Source: an optimization exercise on an open RTL-to-GDS flow (aim: small area). Production flows keep margins and buffers that such runs may drop. At most, simulation tests tie the RTL to the original design; equivalence was not proved.

==> inputs of 11-12 <==
==> flow/design.v (excerpt) <==
module idct_stage1_top #(
    parameter int BLOCK_COLS = 40,
    parameter int BLOCK_ROWS = 30,
    parameter int RESULT_BASE = 76800
) (
    input  logic       CLOCK,
    input  logic       Resetn,
    input  logic       start,
    input  sram_map_pkg::sram_data_t sram_read_data,
    output sram_map_pkg::sram_addr_t sram_address,
    output sram_map_pkg::sram_data_t sram_write_data,
    output logic       sram_we_n,
    output logic       busy,
    output logic       done
);
    localparam int NSEG = BLOCK_COLS * BLOCK_ROWS * sram_map_pkg::BLOCK_DIM;   
    localparam int RES_SEG = RESULT_BASE / sram_map_pkg::BLOCK_DIM;
    logic        run;        
    logic [13:0] seg;        
    logic [2:0]  j;          
    logic [2:0]  k;          
    logic [2:0]  t;          
    logic        tail;       
    logic [29:0] acc;        
    logic [6:0]  step;
    logic [3:0]  mag;
    logic [3:0]  e;
    logic        neg, last, adv;
    logic        first, wcyc, lastout, start_go;
    logic [2:0]  ka;
    assign mag  = dct_pkg::csd_mag(k, j);
    assign step = dct_pkg::csd_step(mag[2:0], t);
    assign e    = step[3:0];
    assign neg  = step[4] ^ mag[3];
    assign last = step[5];
    assign adv  = step[6] & !tail;
  ...
==> module idct_stage1_top, before the edit <==
module idct_stage1_top #(
    parameter int BLOCK_COLS = 40,
    parameter int BLOCK_ROWS = 30,
    parameter int RESULT_BASE = 76800
) (
    input  logic       CLOCK,
    input  logic       Resetn,
    input  logic       start,
    input  sram_map_pkg::sram_data_t sram_read_data,
    output sram_map_pkg::sram_addr_t sram_address,
    output sram_map_pkg::sram_data_t sram_write_data,
    output logic       sram_we_n,
    output logic       busy,
    output logic       done
);
    localparam int NSEG = BLOCK_COLS * BLOCK_ROWS * sram_map_pkg::BLOCK_DIM;   
    localparam int RES_SEG = RESULT_BASE / sram_map_pkg::BLOCK_DIM;
    logic        run;        
    logic [13:0] seg;        
    logic [2:0]  j;          
    logic [2:0]  k;          
    logic [2:0]  t;          
    logic        tail;       
    logic [29:0] acc;        
    logic [6:0]  step;
    logic [3:0]  mag;
    logic [3:0]  e;
    logic        neg, last, adv;
    logic        first, wcyc, lastout, start_go;
    logic [2:0]  ka;
    assign mag  = dct_pkg::csd_mag(k, j);
    assign step = dct_pkg::csd_step(mag[2:0], t);
    assign e    = step[3:0];
    assign neg  = step[4] ^ mag[3];
    assign last = step[5];
    assign adv  = step[6] & !tail;
    assign first   = !tail && k == 3'd0 && t == 3'd0;
    assign wcyc    = tail && t == 3'd0;
    assign lastout = seg == 14'(NSEG - 1) && j == 3'd7;
    assign done      = run && wcyc && lastout;
    assign busy      = run && !(wcyc && lastout);
    assign sram_we_n = !(run && wcyc);
    assign start_go  = start && !busy;
    assign ka = k + 3'(adv);
    assign sram_address = wcyc ? {15'(seg) + 15'(RES_SEG), j} : {1'b0, seg, ka};
    logic        ovf;
    assign ovf = !(&acc[29:23] || !(|acc[29:23]));
    assign sram_write_data = ovf ? {acc[29], {15{!acc[29]}}} : acc[23:8];
    logic [15:0] sx;
    logic [29:0] addend;
    logic [29:0] acc_in;
    logic [29:0] sum;
    assign sx     = sram_read_data ^ {16{neg}};
    assign addend = ({{14{sx[15]}}, sx} << e) | ({30{neg}} & ~({30{1'b1}} << e));
    assign acc_in = first ? 30'd0 : acc;
    logic [30:0] cy;
    assign cy[0] = neg;
    for (genvar i = 0; i < 30; i++) begin : g_add
        assign sum[i]  = acc_in[i] ^ addend[i] ^ cy[i];
        assign cy[i+1] = (acc_in[i] & addend[i]) | (cy[i] & (acc_in[i] ^ addend[i]));
    end
    always_ff @(posedge CLOCK) begin
        acc <= {sum[29:8], sum[7:0] & {8{!last}}};
    end
    always_ff @(posedge CLOCK or negedge Resetn) begin
        if (!Resetn) begin
            run <= 1'b0;
        end else if (start_go) begin
            run <= 1'b1;
        end else if (wcyc && lastout) begin
            run <= 1'b0;
        end
    end
    always_ff @(posedge CLOCK) begin
        if (start_go) begin
            seg  <= '0;
            j    <= '0;
            k    <= '0;
            t    <= 3'd1;
            tail <= 1'b1;
        end else if (!tail) begin
            if (last) begin
                t <= '0;
                k <= k + 3'd1;
                if (k == 3'd7)
                    tail <= 1'b1;
            end else begin
                t <= t + 3'd1;
            end
        end else begin
            if (t == 3'd2) begin
                t <= '0;
                tail <= 1'b0;
            end else begin
                t <= t + 3'd1;
            end
            if (t == 3'd0) begin
                j <= j + 3'd1;
                if (j == 3'd7)
                    seg <= seg + 14'd1;
            end
        end
    end
endmodule
Settings: LEC_CHECK=0, CAP_MARGIN=20, CORE_MARGIN=2, CORE_UTILIZATION=40, SLEW_MARGIN=20; clock period 12.0 ns.
run.sh (not shown) runs the stock make flow with config.mk's settings and CLKGATE_MAP_FILE= SYNTH_SCRIPT=/design/flow/synth_recipe.tcl, a recipe that flattens the netlist after the stock synthesis.
==> 04-23 (differences from 11-12) <==
--- a/flow/design.v
+++ b/flow/design.v
@@ -220,6 +220,7 @@
     logic [2:0]  t;          
     logic        tail;       
     logic [29:0] acc;        
+    logic        cr;         
     logic [6:0]  step;
     logic [3:0]  mag;
     logic [3:0]  e;
@@ -233,7 +234,7 @@
     assign last = step[5];
     assign adv  = step[6] & !tail;
     assign first   = !tail && k == 3'd0 && t == 3'd0;
-    assign wcyc    = tail && t == 3'd0;
+    assign wcyc    = tail && t == 3'd1;
     assign lastout = seg == 14'(NSEG - 1) && j == 3'd7;
     assign done      = run && wcyc && lastout;
     assign busy      = run && !(wcyc && lastout);
@@ -244,21 +245,28 @@
     logic        ovf;
     assign ovf = !(&acc[29:23] || !(|acc[29:23]));
     assign sram_write_data = ovf ? {acc[29], {15{!acc[29]}}} : acc[23:8];
+    logic        nt;
     logic [15:0] sx;
     logic [29:0] addend;
     logic [29:0] acc_in;
     logic [29:0] sum;
-    assign sx     = sram_read_data ^ {16{neg}};
-    assign addend = ({{14{sx[15]}}, sx} << e) | ({30{neg}} & ~({30{1'b1}} << e));
+    assign nt     = neg && !tail;
+    assign sx     = (sram_read_data & {16{!tail}}) ^ {16{nt}};
+    assign addend = ({{14{sx[15]}}, sx} << e) | ({30{nt}} & ~({30{1'b1}} << e));
     assign acc_in = first ? 30'd0 : acc;
     logic [30:0] cy;
-    assign cy[0] = neg;
+    logic [29:0] hs;
+    assign cy[0]  = nt;
+    assign cy[15] = cr && !first;
     for (genvar i = 0; i < 30; i++) begin : g_add
-        assign sum[i]  = acc_in[i] ^ addend[i] ^ cy[i];
-        assign cy[i+1] = (acc_in[i] & addend[i]) | (cy[i] & (acc_in[i] ^ addend[i]));
+        assign hs[i]  = acc_in[i] ^ addend[i];
+        assign sum[i] = hs[i] ^ cy[i];
+        if (i != 14)
+            assign cy[i+1] = (acc_in[i] & addend[i]) | (cy[i] & hs[i]);
     end
     always_ff @(posedge CLOCK) begin
         acc <= {sum[29:8], sum[7:0] & {8{!last}}};
+        cr  <= (acc_in[14] & addend[14]) | (cy[14] & hs[14]);
     end
     always_ff @(posedge CLOCK or negedge Resetn) begin
         if (!Resetn) begin
@@ -274,7 +282,7 @@
             seg  <= '0;
             j    <= '0;
             k    <= '0;
-            t    <= 3'd1;
+            t    <= 3'd2;
             tail <= 1'b1;
         end else if (!tail) begin
             if (last) begin
@@ -286,13 +294,13 @@
                 t <= t + 3'd1;
             end
         end else begin
-            if (t == 3'd2) begin
+            if (t == 3'd3) begin
                 t <= '0;
                 tail <= 1'b0;
             end else begin
                 t <= t + 3'd1;
             end
-            if (t == 3'd0) begin
+            if (t == 3'd1) begin
                 j <= j + 3'd1;
                 if (j == 3'd7)
                     seg <= seg + 14'd1;
==> flow/flow/run.sh (new file) <==
#!/bin/bash
# Layout flow: the standard flow (standard.sh), with one change: Yosys's
# technology mapping step runs ABC with flow/abc_map.script (area-oriented
# mapping, no delay-driven buffering or upsizing) instead of ORFS's
# abc_speed.script. Everything else, including the synthesis script
# synth_recipe.tcl, the registers it makes, floorplan, power grid, placement,
# CTS and routing, is the standard flow's.
set -euo pipefail
cd "$(dirname "$0")/.."
W=$PWD
rm -rf "$W/scripts_mod"
cp -r "$FLOW_HOME/scripts" "$W/scripts_mod"
cp "$W/flow/abc_map.script" "$W/scripts_mod/abc_speed.script"
# standard.sh with ORFS's scripts folder pointed at the copy
sed "s|^make -C |make SCRIPTS_DIR=$W/scripts_mod -C |" standard.sh > standard_mod.sh
grep -q "SCRIPTS_DIR=" standard_mod.sh
bash standard_mod.sh finish > "$W/flow_make.log" 2>&1
test -s "$W/out/final.def"
==> flow/flow/abc_map.script (new file) <==
strash
dc2
&get -n
&dch -f
&nf -R 1000 -p
&put
==> flow/standard.sh (new file) <==
#!/bin/bash
# synth_recipe.tcl (not shown) runs the flow's synth.tcl, then flattens the netlist and writes it again
# the make line also repeats each setting of config.mk as NAME=value (left out here)
make -C /OpenROAD-flow-scripts/flow DESIGN_CONFIG=/design/flow/config.mk WORK_HOME=/design/flow/orfs CLKGATE_MAP_FILE= SYNTH_SCRIPT=/design/flow/synth_recipe.tcl "${@:-finish}"
removed: flow/run.sh
==> 01-03 (differences from 11-12) <==
--- a/flow/design.v
+++ b/flow/design.v
@@ -220,11 +220,12 @@
     logic [2:0]  t;          
     logic        tail;       
     logic [29:0] acc;        
+    logic        cr;         
     logic [6:0]  step;
     logic [3:0]  mag;
     logic [3:0]  e;
     logic        neg, last, adv;
-    logic        first, wcyc, lastout, start_go;
+    logic        clr, wcyc, lastout, start_go;
     logic [2:0]  ka;
     assign mag  = dct_pkg::csd_mag(k, j);
     assign step = dct_pkg::csd_step(mag[2:0], t);
@@ -232,8 +233,8 @@
     assign neg  = step[4] ^ mag[3];
     assign last = step[5];
     assign adv  = step[6] & !tail;
-    assign first   = !tail && k == 3'd0 && t == 3'd0;
-    assign wcyc    = tail && t == 3'd0;
+    assign clr     = tail && t == 3'd3;    
+    assign wcyc    = tail && t == 3'd1;
     assign lastout = seg == 14'(NSEG - 1) && j == 3'd7;
     assign done      = run && wcyc && lastout;
     assign busy      = run && !(wcyc && lastout);
@@ -244,21 +245,28 @@
     logic        ovf;
     assign ovf = !(&acc[29:23] || !(|acc[29:23]));
     assign sram_write_data = ovf ? {acc[29], {15{!acc[29]}}} : acc[23:8];
+    logic        nt;
     logic [15:0] sx;
     logic [29:0] addend;
     logic [29:0] acc_in;
     logic [29:0] sum;
-    assign sx     = sram_read_data ^ {16{neg}};
-    assign addend = ({{14{sx[15]}}, sx} << e) | ({30{neg}} & ~({30{1'b1}} << e));
-    assign acc_in = first ? 30'd0 : acc;
+    assign nt     = neg && !tail;
+    assign sx     = (sram_read_data & {16{!tail}}) ^ {16{nt}};
+    assign addend = ({{14{sx[15]}}, sx} << e) | ({30{nt}} & ~({30{1'b1}} << e));
+    assign acc_in = acc;
     logic [30:0] cy;
-    assign cy[0] = neg;
+    logic [29:0] hs;
+    assign cy[0]  = nt;
+    assign cy[15] = cr;
     for (genvar i = 0; i < 30; i++) begin : g_add
-        assign sum[i]  = acc_in[i] ^ addend[i] ^ cy[i];
-        assign cy[i+1] = (acc_in[i] & addend[i]) | (cy[i] & (acc_in[i] ^ addend[i]));
+        assign hs[i]  = acc_in[i] ^ addend[i];
+        assign sum[i] = hs[i] ^ cy[i];
+        if (i != 14)
+            assign cy[i+1] = (acc_in[i] & addend[i]) | (cy[i] & hs[i]);
     end
     always_ff @(posedge CLOCK) begin
-        acc <= {sum[29:8], sum[7:0] & {8{!last}}};
+        acc <= {sum[29:8] & {22{!clr}}, sum[7:0] & {8{!(last || clr)}}};
+        cr  <= ((acc_in[14] & addend[14]) | (cy[14] & hs[14])) && !clr;
     end
     always_ff @(posedge CLOCK or negedge Resetn) begin
         if (!Resetn) begin
@@ -274,7 +282,7 @@
             seg  <= '0;
             j    <= '0;
             k    <= '0;
-            t    <= 3'd1;
+            t    <= 3'd2;
             tail <= 1'b1;
         end else if (!tail) begin
             if (last) begin
@@ -286,13 +294,13 @@
                 t <= t + 3'd1;
             end
         end else begin
-            if (t == 3'd2) begin
+            if (t == 3'd3) begin
                 t <= '0;
                 tail <= 1'b0;
             end else begin
                 t <= t + 3'd1;
             end
-            if (t == 3'd0) begin
+            if (t == 3'd1) begin
                 j <= j + 3'd1;
                 if (j == 3'd7)
                     seg <= seg + 14'd1;
==> flow/flow/run.sh (new file) <==
#!/bin/bash
# Layout flow: the standard flow (standard.sh), with three changes:
# - Yosys's technology mapping step runs ABC with flow/abc_map.script
#   (area-oriented mapping, no delay-driven buffering or upsizing) instead of
#   ORFS's abc_speed.script;
# - every input and output port still gets its own buffer, but a
#   sky130_fd_sc_hd__buf_1 (buffer_ports -buffer_cell);
# - clock tree synthesis with larger sink clusters and no dummy loads.
# Everything else, including the synthesis script synth_recipe.tcl, the
# registers it makes, floorplan, power grid, placement, CTS and routing, is the
# standard flow's.
set -euo pipefail
cd "$(dirname "$0")/.."
W=$PWD
rm -rf "$W/scripts_mod"
cp -r "$FLOW_HOME/scripts" "$W/scripts_mod"
cp "$W/flow/abc_map.script" "$W/scripts_mod/abc_speed.script"
# standard.sh with ORFS's scripts folder pointed at the copy
CTS="-sink_clustering_enable -repair_clock_nets -buf_list sky130_fd_sc_hd__clkbuf_8 -sink_clustering_size 30 -sink_clustering_max_diameter 150 -dont_use_dummy_load"
sed "s|^make -C |make SCRIPTS_DIR=$W/scripts_mod BUFFER_PORTS_ARGS='-buffer_cell sky130_fd_sc_hd__buf_1' CTS_ARGS='$CTS' -C |" standard.sh > standard_mod.sh
grep -q "SCRIPTS_DIR=" standard_mod.sh
bash standard_mod.sh finish > "$W/flow_make.log" 2>&1
test -s "$W/out/final.def"
==> flow/flow/abc_map.script (new file) <==
strash
dc2
&get -n
&dch -f
&nf -R 1000 -p
&put
==> flow/standard.sh (new file) <==
#!/bin/bash
# synth_recipe.tcl (not shown) runs the flow's synth.tcl, then flattens the netlist and writes it again
# the make line also repeats each setting of config.mk as NAME=value (left out here)
make -C /OpenROAD-flow-scripts/flow DESIGN_CONFIG=/design/flow/config.mk WORK_HOME=/design/flow/orfs CLKGATE_MAP_FILE= SYNTH_SCRIPT=/design/flow/synth_recipe.tcl "${@:-finish}"
Settings changed: CAP_MARGIN 20 to 5, CTS_BUF_LIST from default to sky130_fd_sc_hd__clkbuf_8, SLEW_MARGIN 20 to 5.
removed: flow/run.sh
==> flow_metrics.py <==
metrics = {
    "synth": {
        "synthMuxAreaShare_pct": 15.4,
        "syn_nets": 708,
        "post-synth-top-area-fraction_pct": 20.3,
    },
    "cells_and_area": {
        "drive_gt1_share_pct": 16.4,
        "design_area_um2": 6570,
        "fin_util_pct": 50.0,
        "fin_cells": 873,
        "multi_input_area_share_pct": 60.6,
    },
    "worst_setup_path": {
        "critPathMostFrequentCell": "fa_2",
        "worstPathMaxFanout": 3,
        "r2r_setup_slack_ns": 0.44,
    },
    "floorplanning": {
        "rows": 42,
        "die_w_um": 119,
        "dieArea_um2": 14300,
    },
    "sta": {
        "skew_ns": 0.0102,
    },
    "cts": {
        "ctsResizeCount": 18,
    },
    "outcome": {
        "outcome": "no timing/DRC/antenna violations",
    },
}
# the run above: 11-12

==> flow_metrics.py <==
metrics = {
    "synth": {
        "post-synth-top-area-fraction_pct": 23.8,
        "syn_nets": 634,
    },
    "sta": {
        "skew_ns": 0.0177,
    },
    "outcome": {
        "outcome": "no timing/DRC/antenna violations",
    },
    "cts": {
        "ctsResizeCount": 0,
    },
    "cells_and_area": {
        "drive_gt1_share_pct": 2.56,
        "design_area_um2": 5100,
    },
    "floorplanning": {
        "dieArea_um2": 12400,
        "die_w_um": 112,
    },
    "worst_setup_path": {
        "worstPathMaxFanout": 35,
    },
}
# the run above: 01-03

==> flow_metrics.py <==
metrics = {
    "outcome": {
        "outcome": "no timing/DRC/antenna violations",
    },
    "worst_setup_path": {
        "critPathMostFrequentCell": "fa_1",
        "worstPathMaxFanout": 23,
    },
    "cells_and_area": {
        "design_area_um2": 5620,
        "fin_util_pct": 49.0,
        "multi_input_area_share_pct": 60.6,
        "drive_gt1_share_pct": 3.25,
        "fin_cells": 790,
    },
    "synth": {
        "syn_nets": 656,
        "synthMuxAreaShare_pct": 10.9,
        "post-synth-top-area-fraction_pct": 23.4,
    },
    "floorplanning": {
        "dieArea_um2": 12600,
        "rows": 39,
    },
    "sta": {
        "skew_ns": 0.00768,
    },
    "cts": {
        "ctsResizeCount": 0,
    },
}
# the run above: 04-23

For 11-12, only the layout was checked, not whether the RTL still works.

re-timing with driven ports:
The results above use ideal ports. As a check the final layouts listed here were re-extracted and re-timed, cells and wires unchanged.
Step 1 sets driving cells, clkbuf_16 on the clock port and buf_2 on the other inputs (assumed; they add their load-dependent delay and slew).
Step 2 adds t to the input delays and takes it off the output delays; t is the mean of the earliest and latest rising clock arrival at the registers after step 1. Input paths then give back, and output paths get back, about the clock's delay inside the block.
a / b / c = no drivers / after step 1 / after step 2; a / b = the first two.
run	shift t [ns]	setup slack, ns	cell pins on the clock port's net
11-12	0.331	0.371 / 0.385 / 0.054	1
04-23	0.332	1.496 / 1.496 / 1.496	1
01-03	0.340	1.673 / 1.673 / 1.673	1
After both steps setup and hold are still met in every run listed. The setup slack of 11-12, which loses most, moves by +0.014 ns with the drivers and by -0.317 ns with both steps.
